Background: an optimization exercise with open tools, aiming at a short achievable clock period and few clock cycles. Do not read the settings as production practice. Function not checked in this run: the RTL went through the layout flow alone. Power figures rest on the tool's default switching activity, not on a simulated workload.

### flow/config.mk
export PLATFORM = sky130hd
export DESIGN_NAME = soc_top
export DESIGN_NICKNAME = soc_top
export VERILOG_FILES = /design/flow/design.v
export SDC_FILE = /design/flow/constraint.sdc
export NUM_CORES = 4
export LEC_CHECK = 0
export CAP_MARGIN = 20
export CELL_PAD_IN_SITES_DETAIL_PLACEMENT = 2
export CELL_PAD_IN_SITES_GLOBAL_PLACEMENT = 2
export CORE_MARGIN = 2
export CORE_UTILIZATION = 30
export PLACE_DENSITY = 0.4
export SLEW_MARGIN = 20
export SYNTH_MEMORY_MAX_BITS = 16384
### flow/constraint.sdc
create_clock -name core_clock -period 5.0 [get_ports {clock}]
set_input_delay 1.0000 -clock core_clock [delete_from_list [all_inputs] [get_ports {clock}]]
set_output_delay 1.0000 -clock core_clock [all_outputs]
set_load 0.01 [all_outputs]
### flow/design.v
package soc_pkg;
  localparam int ADDR_W = 16;
  localparam int DATA_W = 32;
  localparam int MEM_WORDS = 64;
  localparam int MEM_AW    = 6;
  localparam logic [ADDR_W-1:0] MEM_BASE  = 16'h0000;
  localparam logic [ADDR_W-1:0] MMIO_BASE = 16'h8000;
  localparam logic [ADDR_W-1:0] TXDATA_OFS = 16'h0000;
  localparam logic [ADDR_W-1:0] RXDATA_OFS = 16'h0004;
  localparam logic [ADDR_W-1:0] STATUS_OFS = 16'h0008;
  localparam int CLKS_PER_BIT = 8;
  localparam int CLKS_W       = 4;
  typedef enum logic [1:0] {
    ST_IDLE,
    ST_WAIT_TX,
    ST_ACCESS,
    ST_RESP
  } bus_state_e;
  typedef enum logic [1:0] {
    REG_TXDATA,
    REG_RXDATA,
    REG_STATUS
  } mmio_reg_e;
endpackage
`timescale 1ns/1ps
import soc_pkg::*;
module uart_tx (
  input  logic       clock,
  input  logic       rst_n,
  input  logic       tx_start,
  input  logic [7:0] tx_byte,
  output logic       tx_busy,
  output logic       tx
);
  logic [CLKS_W-1:0] clk_cnt;
  logic [3:0]        bit_cnt;
  logic [8:0]        shift_q;
  logic              bit_tick;
  logic              load;
  assign load     = tx_start && !tx_busy;
  assign bit_tick = tx_busy && (clk_cnt == CLKS_W'(CLKS_PER_BIT - 1));
  always_ff @(posedge clock or negedge rst_n) begin
    if (!rst_n) begin
      tx_busy <= 1'b0;
      tx      <= 1'b1;
      clk_cnt <= '0;
      bit_cnt <= '0;
    end else if (load) begin
      tx_busy <= 1'b1;
      tx      <= 1'b0;
      clk_cnt <= '0;
      bit_cnt <= '0;
    end else if (tx_busy) begin
      if (bit_tick) begin
        clk_cnt <= '0;
        if (bit_cnt == 4'd9) begin
          tx_busy <= 1'b0;
          tx      <= 1'b1;
        end else begin
          tx      <= shift_q[0];
          bit_cnt <= bit_cnt + 4'd1;
        end
      end else begin
        clk_cnt <= clk_cnt + 1'b1;
      end
    end
  end
  always_ff @(posedge clock) begin
    if (load) begin
      shift_q <= {1'b1, tx_byte};
    end else if (bit_tick) begin
      shift_q <= {1'b1, shift_q[8:1]};
    end
  end
endmodule
`timescale 1ns/1ps
import soc_pkg::*;
module uart_rx (
  input  logic       clock,
  input  logic       rst_n,
  input  logic       rx,
  output logic       rx_done,
  output logic [7:0] rx_byte
);
  logic              rx_meta;
  logic              rx_sync;
  logic              active;
  logic [CLKS_W-1:0] clk_cnt;
  logic [3:0]        bit_cnt;
  logic              sample;
  assign sample = active && (clk_cnt == CLKS_W'(CLKS_PER_BIT - 1));
  always_ff @(posedge clock or negedge rst_n) begin
    if (!rst_n) begin
      rx_meta <= 1'b1;
      rx_sync <= 1'b1;
      active  <= 1'b0;
      clk_cnt <= '0;
      bit_cnt <= '0;
      rx_done <= 1'b0;
    end else begin
      rx_meta <= rx;
      rx_sync <= rx_meta;
      rx_done <= 1'b0;
      if (!active) begin
        if (!rx_sync) begin
          active  <= 1'b1;
          clk_cnt <= CLKS_W'(CLKS_PER_BIT / 2);
          bit_cnt <= '0;
        end
      end else if (sample) begin
        clk_cnt <= '0;
        bit_cnt <= bit_cnt + 4'd1;
        if (bit_cnt == 4'd0 && rx_sync) begin
          active <= 1'b0;
        end else if (bit_cnt == 4'd9) begin
          active  <= 1'b0;
          rx_done <= rx_sync;
        end
      end else begin
        clk_cnt <= clk_cnt + 1'b1;
      end
    end
  end
  always_ff @(posedge clock) begin
    if (sample && bit_cnt >= 4'd1 && bit_cnt <= 4'd8) begin
      rx_byte <= {rx_sync, rx_byte[7:1]};
    end
  end
endmodule
`timescale 1ns/1ps
import soc_pkg::*;
module uart_mmio (
  input  logic              clock,
  input  logic              rst_n,
  input  logic              reg_wr,
  input  logic              reg_rd,
  input  logic [1:0]        reg_sel,
  input  logic [DATA_W-1:0] reg_wdata,
  output logic [DATA_W-1:0] reg_rdata,
  output logic              tx_busy,
  output logic              irq,
  output logic              tx,
  input  logic              rx
);
  logic       tx_start;
  logic [7:0] tx_byte;
  logic       eng_busy;
  logic       rx_done;
  logic [7:0] rx_byte;
  logic       rx_valid;
  logic [7:0] rx_hold;
  always_ff @(posedge clock or negedge rst_n) begin
    if (!rst_n) begin
      tx_start <= 1'b0;
      rx_valid <= 1'b0;
    end else begin
      tx_start <= reg_wr && (reg_sel == REG_TXDATA);
      if (rx_done) begin
        rx_valid <= 1'b1;
      end else if (reg_rd && reg_sel == REG_RXDATA) begin
        rx_valid <= 1'b0;
      end
    end
  end
  always_ff @(posedge clock) begin
    if (reg_wr && reg_sel == REG_TXDATA) begin
      tx_byte <= reg_wdata[7:0];
    end
    if (rx_done) begin
      rx_hold <= rx_byte;
    end
    if (reg_rd) begin
      case (reg_sel)
        REG_RXDATA: reg_rdata <= {{(DATA_W-8){1'b0}}, rx_hold};
        REG_STATUS: reg_rdata <= {{(DATA_W-2){1'b0}}, rx_valid, tx_busy};
        default:    reg_rdata <= '0;
      endcase
    end
  end
  assign tx_busy = eng_busy | tx_start;
  assign irq     = rx_valid;
  uart_tx tx_i (
    .clock    (clock),
    .rst_n    (rst_n),
    .tx_start (tx_start),
    .tx_byte  (tx_byte),
    .tx_busy  (eng_busy),
    .tx       (tx)
  );
  uart_rx rx_i (
    .clock   (clock),
    .rst_n   (rst_n),
    .rx      (rx),
    .rx_done (rx_done),
    .rx_byte (rx_byte)
  );
endmodule
`timescale 1ns/1ps
import soc_pkg::*;
module scratch_mem (
  input  logic              clock,
  input  logic              mem_en,
  input  logic              mem_we,
  input  logic [MEM_AW-1:0] mem_addr,
  input  logic [DATA_W-1:0] mem_wdata,
  output logic [DATA_W-1:0] mem_rdata
);
  logic [DATA_W-1:0] mem [MEM_WORDS];
  always_ff @(posedge clock) begin
    if (mem_en) begin
      if (mem_we) begin
        mem[mem_addr] <= mem_wdata;
      end else begin
        mem_rdata <= mem[mem_addr];
      end
    end
  end
endmodule
`timescale 1ns/1ps
import soc_pkg::*;
module bus_ctrl (
  input  logic              clock,
  input  logic              rst_n,
  input  logic              wb_cyc,
  input  logic              wb_stb,
  input  logic              wb_we,
  input  logic [ADDR_W-1:0] wb_adr,
  input  logic [DATA_W-1:0] wb_wdata,
  output logic [DATA_W-1:0] wb_rdata,
  output logic              wb_ack,
  output logic              wb_err,
  output logic              mem_en,
  output logic              mem_we,
  output logic [MEM_AW-1:0] mem_addr,
  output logic [DATA_W-1:0] mem_wdata,
  input  logic [DATA_W-1:0] mem_rdata,
  output logic              reg_wr,
  output logic              reg_rd,
  output logic [1:0]        reg_sel,
  output logic [DATA_W-1:0] reg_wdata,
  input  logic [DATA_W-1:0] reg_rdata,
  input  logic              tx_busy
);
  logic [1:0]        state;
  logic [ADDR_W-1:0] mem_ofs;
  logic [ADDR_W-1:0] mmio_ofs;
  logic              dec_mem;
  logic              dec_reg;
  logic [1:0]         dec_sel;
  logic              hit_mem_q;
  logic              hit_reg_q;
  logic              we_q;
  logic [MEM_AW-1:0] mem_addr_q;
  logic [1:0]         sel_q;
  logic [DATA_W-1:0] wdata_q;
  always_comb begin
    mem_ofs  = wb_adr - MEM_BASE;
    mmio_ofs = wb_adr - MMIO_BASE;
    dec_mem  = mem_ofs < ADDR_W'(MEM_WORDS * 4);
    dec_reg  = 1'b1;
    dec_sel  = REG_TXDATA;
    case (mmio_ofs)
      TXDATA_OFS: dec_sel = REG_TXDATA;
      RXDATA_OFS: dec_sel = REG_RXDATA;
      STATUS_OFS: dec_sel = REG_STATUS;
      default:    dec_reg = 1'b0;
    endcase
  end
  always_ff @(posedge clock or negedge rst_n) begin
    if (!rst_n) begin
      state     <= ST_IDLE;
      hit_mem_q <= 1'b0;
      hit_reg_q <= 1'b0;
      we_q      <= 1'b0;
      wb_ack    <= 1'b0;
      wb_err    <= 1'b0;
    end else begin
      wb_ack <= 1'b0;
      wb_err <= 1'b0;
      case (state)
        ST_IDLE: begin
          if (wb_cyc && wb_stb && !wb_ack && !wb_err) begin
            hit_mem_q <= dec_mem;
            hit_reg_q <= dec_reg;
            we_q      <= wb_we;
            if (dec_reg && dec_sel == REG_TXDATA && wb_we && tx_busy) begin
              state <= ST_WAIT_TX;
            end else begin
              state <= ST_ACCESS;
            end
          end
        end
        ST_WAIT_TX: begin
          if (!tx_busy) begin
            state <= ST_ACCESS;
          end
        end
        ST_ACCESS: state <= ST_RESP;
        ST_RESP: begin
          wb_ack <= hit_mem_q | hit_reg_q;
          wb_err <= ~(hit_mem_q | hit_reg_q);
          state  <= ST_IDLE;
        end
        default: state <= ST_IDLE;
      endcase
    end
  end
  always_ff @(posedge clock) begin
    if (state == ST_IDLE) begin
      mem_addr_q <= mem_ofs[MEM_AW+1:2];
      sel_q      <= dec_sel;
      wdata_q    <= wb_wdata;
    end
    if (state == ST_RESP) begin
      if (hit_mem_q) begin
        wb_rdata <= mem_rdata;
      end else if (hit_reg_q) begin
        wb_rdata <= reg_rdata;
      end else begin
        wb_rdata <= '0;
      end
    end
  end
  assign mem_en    = (state == ST_ACCESS) && hit_mem_q;
  assign mem_we    = mem_en && we_q;
  assign mem_addr  = mem_addr_q;
  assign mem_wdata = wdata_q;
  assign reg_wr    = (state == ST_ACCESS) && hit_reg_q && we_q;
  assign reg_rd    = (state == ST_ACCESS) && hit_reg_q && !we_q;
  assign reg_sel   = sel_q;
  assign reg_wdata = wdata_q;
endmodule
`timescale 1ns/1ps
import soc_pkg::*;
module soc_top (
  input  logic              clock,
  input  logic              rst_n,
  input  logic              wb_cyc,
  input  logic              wb_stb,
  input  logic              wb_we,
  input  logic [ADDR_W-1:0] wb_adr,
  input  logic [DATA_W-1:0] wb_wdata,
  output logic [DATA_W-1:0] wb_rdata,
  output logic              wb_ack,
  output logic              wb_err,
  output logic              tx,
  input  logic              rx,
  output logic              irq
);
  logic              mem_en;
  logic              mem_we;
  logic [MEM_AW-1:0] mem_addr;
  logic [DATA_W-1:0] mem_wdata;
  logic [DATA_W-1:0] mem_rdata;
  logic              reg_wr;
  logic              reg_rd;
  logic [1:0]         reg_sel;
  logic [DATA_W-1:0] reg_wdata;
  logic [DATA_W-1:0] reg_rdata;
  logic              tx_busy;
  bus_ctrl ctrl_i (
    .clock     (clock),
    .rst_n     (rst_n),
    .wb_cyc    (wb_cyc),
    .wb_stb    (wb_stb),
    .wb_we     (wb_we),
    .wb_adr    (wb_adr),
    .wb_wdata  (wb_wdata),
    .wb_rdata  (wb_rdata),
    .wb_ack    (wb_ack),
    .wb_err    (wb_err),
    .mem_en    (mem_en),
    .mem_we    (mem_we),
    .mem_addr  (mem_addr),
    .mem_wdata (mem_wdata),
    .mem_rdata (mem_rdata),
    .reg_wr    (reg_wr),
    .reg_rd    (reg_rd),
    .reg_sel   (reg_sel),
    .reg_wdata (reg_wdata),
    .reg_rdata (reg_rdata),
    .tx_busy   (tx_busy)
  );
  scratch_mem mem_i (
    .clock     (clock),
    .mem_en    (mem_en),
    .mem_we    (mem_we),
    .mem_addr  (mem_addr),
    .mem_wdata (mem_wdata),
    .mem_rdata (mem_rdata)
  );
  uart_mmio uart_i (
    .clock     (clock),
    .rst_n     (rst_n),
    .reg_wr    (reg_wr),
    .reg_rd    (reg_rd),
    .reg_sel   (reg_sel),
    .reg_wdata (reg_wdata),
    .reg_rdata (reg_rdata),
    .tx_busy   (tx_busy),
    .irq       (irq),
    .tx        (tx),
    .rx        (rx)
  );
endmodule
### flow/run.sh
#!/bin/bash
# synth_recipe.tcl (not shown) runs the flow's synth.tcl, then flattens the netlist and writes it again
# the make line also repeats each setting of config.mk as NAME=value (left out here)
make -C /OpenROAD-flow-scripts/flow DESIGN_CONFIG=/design/flow/config.mk WORK_HOME=/design/flow/orfs CLKGATE_MAP_FILE= SYNTH_SCRIPT=/design/flow/synth_recipe.tcl finish
==> metrics.cfg <==
[grt]
first_global_vias = 51100
grt_max_degree = 66
grt_antenna_before_repair = 15
grt_overflow_total = 0
grt_pass1_wl_um = 455000
grtUsageTotal = 0.231

[sta]
number_of_max_slew_violations_in_the_final_report = 0
hold_viol_final = 0
period_share = 0.918
fmaxAchievable_mhz = 218
min_period_ns = 4.59
worst_slew_pin_slew_ns = 1.14
max-slew-margin-rel = 0.242
unrepaired_setup_endpoints_after_global_routing = no
fin_worst_skew_ns = 0.0250
finalSetupTns_ns = 0
finalSetupViolations = 0

[logic_synthesis]
yosysTopAreaCellShare = 0.784
synth_warnings = 5
synthMostInstantiatedCell = sky130_fd_sc_hd__edfxtp_1
synth_enable_flop_cells = 2192
netlist_area_mm2 = 0.0839
ys_seq_elements = 2223
ys_top_cells_by_count = sky130_fd_sc_hd__edfxtp_1 (2,192), sky130_fd_sc_hd__a221oi_1 (362), sky130_fd_sc_hd__a22oi_1 (282)
async_flop_share = 0.0139
synthesis.area_per_instance_um2 = 18.1
post_synth_main_area_contributors = sky130_fd_sc_hd__edfxtp_1 (78%), sky130_fd_sc_hd__a221oi_1 (3.8%), sky130_fd_sc_hd__a22oi_1 (2.5%)
dominant_register_cell_in_the_synthesized_netlist = sky130_fd_sc_hd__edfxtp_1
synthCells = 4648
synthDistinctLibCells = 71
synth_fp_nets = 4716
synth.largest_area_cell = sky130_fd_sc_hd__edfxtp_1
yosysSeqAreaShare = 0.794

[final_layout]
final_layout_size_suffix_gt1_frac = 0.185
finalNetCount = 5090
area_delta_synth_final_pct = 19.1
nFillCells = 27200
finish.instance_area_mm2 = 0.100

[critical_path]
required_time_worst_endpoint_ns = 5.61
crit_path_max_fo = 22
cp_data_arrival_time_ns = 5.19
setup.worst_path.start_class = flip-flop
reg2reg_setup_slack_ns = 0.41
critPathKind = reg -> reg
cp-startpoint = ctrl_i.mem_addr_q[2]$_DFFE_PP_
sort_of_element_at_the_end_of_the_critical_path = flip-flop
regToRegStartpoint = ctrl_i.mem_addr_q[2]$_DFFE_PP_

[place]
placement_stage_cell_area_mm2 = 0.0916
place.gp.congestion = 0.748
detailed_place_hpwl_um = 203000
io_buffers = 89

[drt]
vias = 48000
mean_number_of_vias_per_cell = 5.36
routedWlPerCell_um = 37.2
initialDrtViolationCount = 3629
final_antenna_net_count = 0
post_detailed_routing_wire_length_um = 333000
drtPass1Iterations = 5
drc = 0

[cts]
ctsHtreeMaxLevel = 5
post_cts_buffers = 0
clock-sinks = 2223
worst_skew_pair.late_latency_ns = 0.88
cts_resized = 0
clk_pin_slew_worst_paths_ns = 0.06
master_cell_of_the_clock_root_buffer = sky130_fd_sc_hd__clkbuf_16
cts_buffers = 276
clock_tree.buffer_depth = 4
clock_tree_from_tritoncts = built
cts-hold-fix-buffers = 0

[floorplan]
design.die.area_mm2 = 0.284
design.portCount = 90
chipWidth_um = 533
fp-row-count = 194
start_util = 0.301
vertical_extent_of_the_die_um = 533
core_area_mm2 = 0.279

[power_and_ir_drop]
vdd_ir_drop_max_v = 0.000323
leakage_nw = 31.3
p_per_area_mw_per_mm2 = 527

[min_path]
hold_class = in -> async

[job]
cap_viol_max_count = 0

[run_status]
outcome = complete, no violations

cells in the final DEF (no fill, tap or decap), drive strengths merged, types with 17 or more instances in the layout:
cell	instances
a21oi	103
a221o	38
a221oi	362
a22o	39
a22oi	282
a41o	20
and2	37
buf	337
clkbuf	378
clkdlybuf4s50	88
clkinv	89
dfrtp	28
edfxtp	2192
mux2	136
mux2i	128
mux4	46
nand2	113
nand3	17
nand4	23
nor2	248
nor3	23
o21ai	164
o22ai	93
worst max-delay path, stage by stage (launching register included):
cell,delay (ns)
sky130_fd_sc_hd__edfxtp_1,0.63
sky130_fd_sc_hd__buf_4,0.53
sky130_fd_sc_hd__buf_4,0.45
sky130_fd_sc_hd__mux2i_1,0.28
sky130_fd_sc_hd__o22ai_1,0.11
sky130_fd_sc_hd__o21ai_0,0.82
sky130_fd_sc_hd__o2111ai_1,0.81
sky130_fd_sc_hd__or3_1,0.60
registers in the layout, summed over array words and instances, names as in the netlist, 2 cells and up:
signal / flops
ctrl_i.mem_addr_q: 6
ctrl_i.sel_q: 2
ctrl_i.state: 2
ctrl_i.wb_rdata: 32
ctrl_i.wdata_q: 32
mem_i.mem: 2048
mem_i.mem_rdata: 32
uart_i.reg_rdata: 8
uart_i.rx_hold: 8
uart_i.rx_i.bit_cnt: 4
uart_i.rx_i.clk_cnt: 4
uart_i.rx_i.rx_byte: 8
uart_i.tx_byte: 8
uart_i.tx_i.bit_cnt: 4
uart_i.tx_i.clk_cnt: 4
uart_i.tx_i.shift_q: 8
layer usage:
| metal | GRT usage | wire [µm] |
|---|---|---|
| met1 | 0.322 | 154000 |
| met2 | 0.390 | 163000 |
| met3 | 0.0242 | 9630 |
| met4 | 0.0482 | 6860 |
| met5 | 0 | 0 |
metrics by stage:
stage | setup slack (ns) | power, mW | hold slack, ns | std cells | util
floorplan | 0.858 | 28.2 | 0.345 | 4648 | -
global placement | 0.0485 | 34.4 | 0.347 | 8466 | 0.328
detailed placement | 0.164 | 34.5 | 0.349 | 8468 | 0.329
CTS | 0.148 | 53.6 | 0.175 | 8947 | 0.358
global route | 0.294 | 54.6 | 0.237 | 8953 | 0.358
finish | 0.412 | 52.7 | 0.225 | 8959 | 0.358
cells by family after synthesis:
family	Yosys count	share of synthesized area
flops	2223	0.794
compound gates	1214	0.108
simple gates	539	0.0297
buf+inv	342	0.0198
mux	310	0.0459
fa+ha+maj	14	0.00209
xor+xnor	6	0.000626
path summary, 6_finish.rpt:
check                                                endpoint  cells past startpoint
hold / removal             uart_i.rx_i.bit_cnt[1]$_DFFE_PN0P_                      1
min in group core_clock         uart_i.rx_i.rx_sync$_DFF_PN1_                      0
setup / recovery                mem_i.mem_rdata[16]$_DFFE_PP_                      7
hold reg to reg                 uart_i.rx_i.rx_sync$_DFF_PN1_                      0
max in group asynchronous        ctrl_i.hit_mem_q$_DFFE_PN0P_                      1
setup reg to reg                mem_i.mem_rdata[16]$_DFFE_PP_                      7
layout make-up:
class,count,area [µm²],area share
clock buffer,378,7660,0.0766
tap,3724,4660,0.0466
sequential,2223,66600,0.666
clock inverter,101,631,0.00631
inverter,12,53.8,0.000538
timing repair buffer,426,4010,0.0401
multi-input combinational,2083,16300,0.163
antenna,12,30.0,0.000300
where the power goes:
part | total [mW] | switching (mW) | leakage, nW | internal, mW
sequential | 22.4 | 0.258 | 20.1 | 22.2
clock | 18.9 | 7.88 | 4.04 | 11.0
combinational | 11.4 | 8.27 | 7.16 | 3.09

-- afterwards: timing with drivers on the ports --
The results above use ideal ports. As a check the final layout listed here was re-extracted and re-timed, cells and wires unchanged. Step 1 assumes that a clkbuf_16 drives the clock port and a buf_2 every other input. Step 2 times the ports against the registers' clock, not the clock port: input delays grow and output delays shrink by t, the midpoint of the rising clock arrivals with the driver on. a / b / c = ideal ports / drivers / drivers and shift; a / b = the first two.
t (ns): 0.968
setup WS [ns]: 0.412 / 0.412 / 0.412
worst setup path at the end: register to register
slew at the worst register clock pin (ns): 0.06 / 0.06
cell pins on the clock port's net: 1
After both steps setup and hold are still met in this run. The setup slack of this run moves by 0.000 ns with the drivers and by 0.000 ns with both steps.
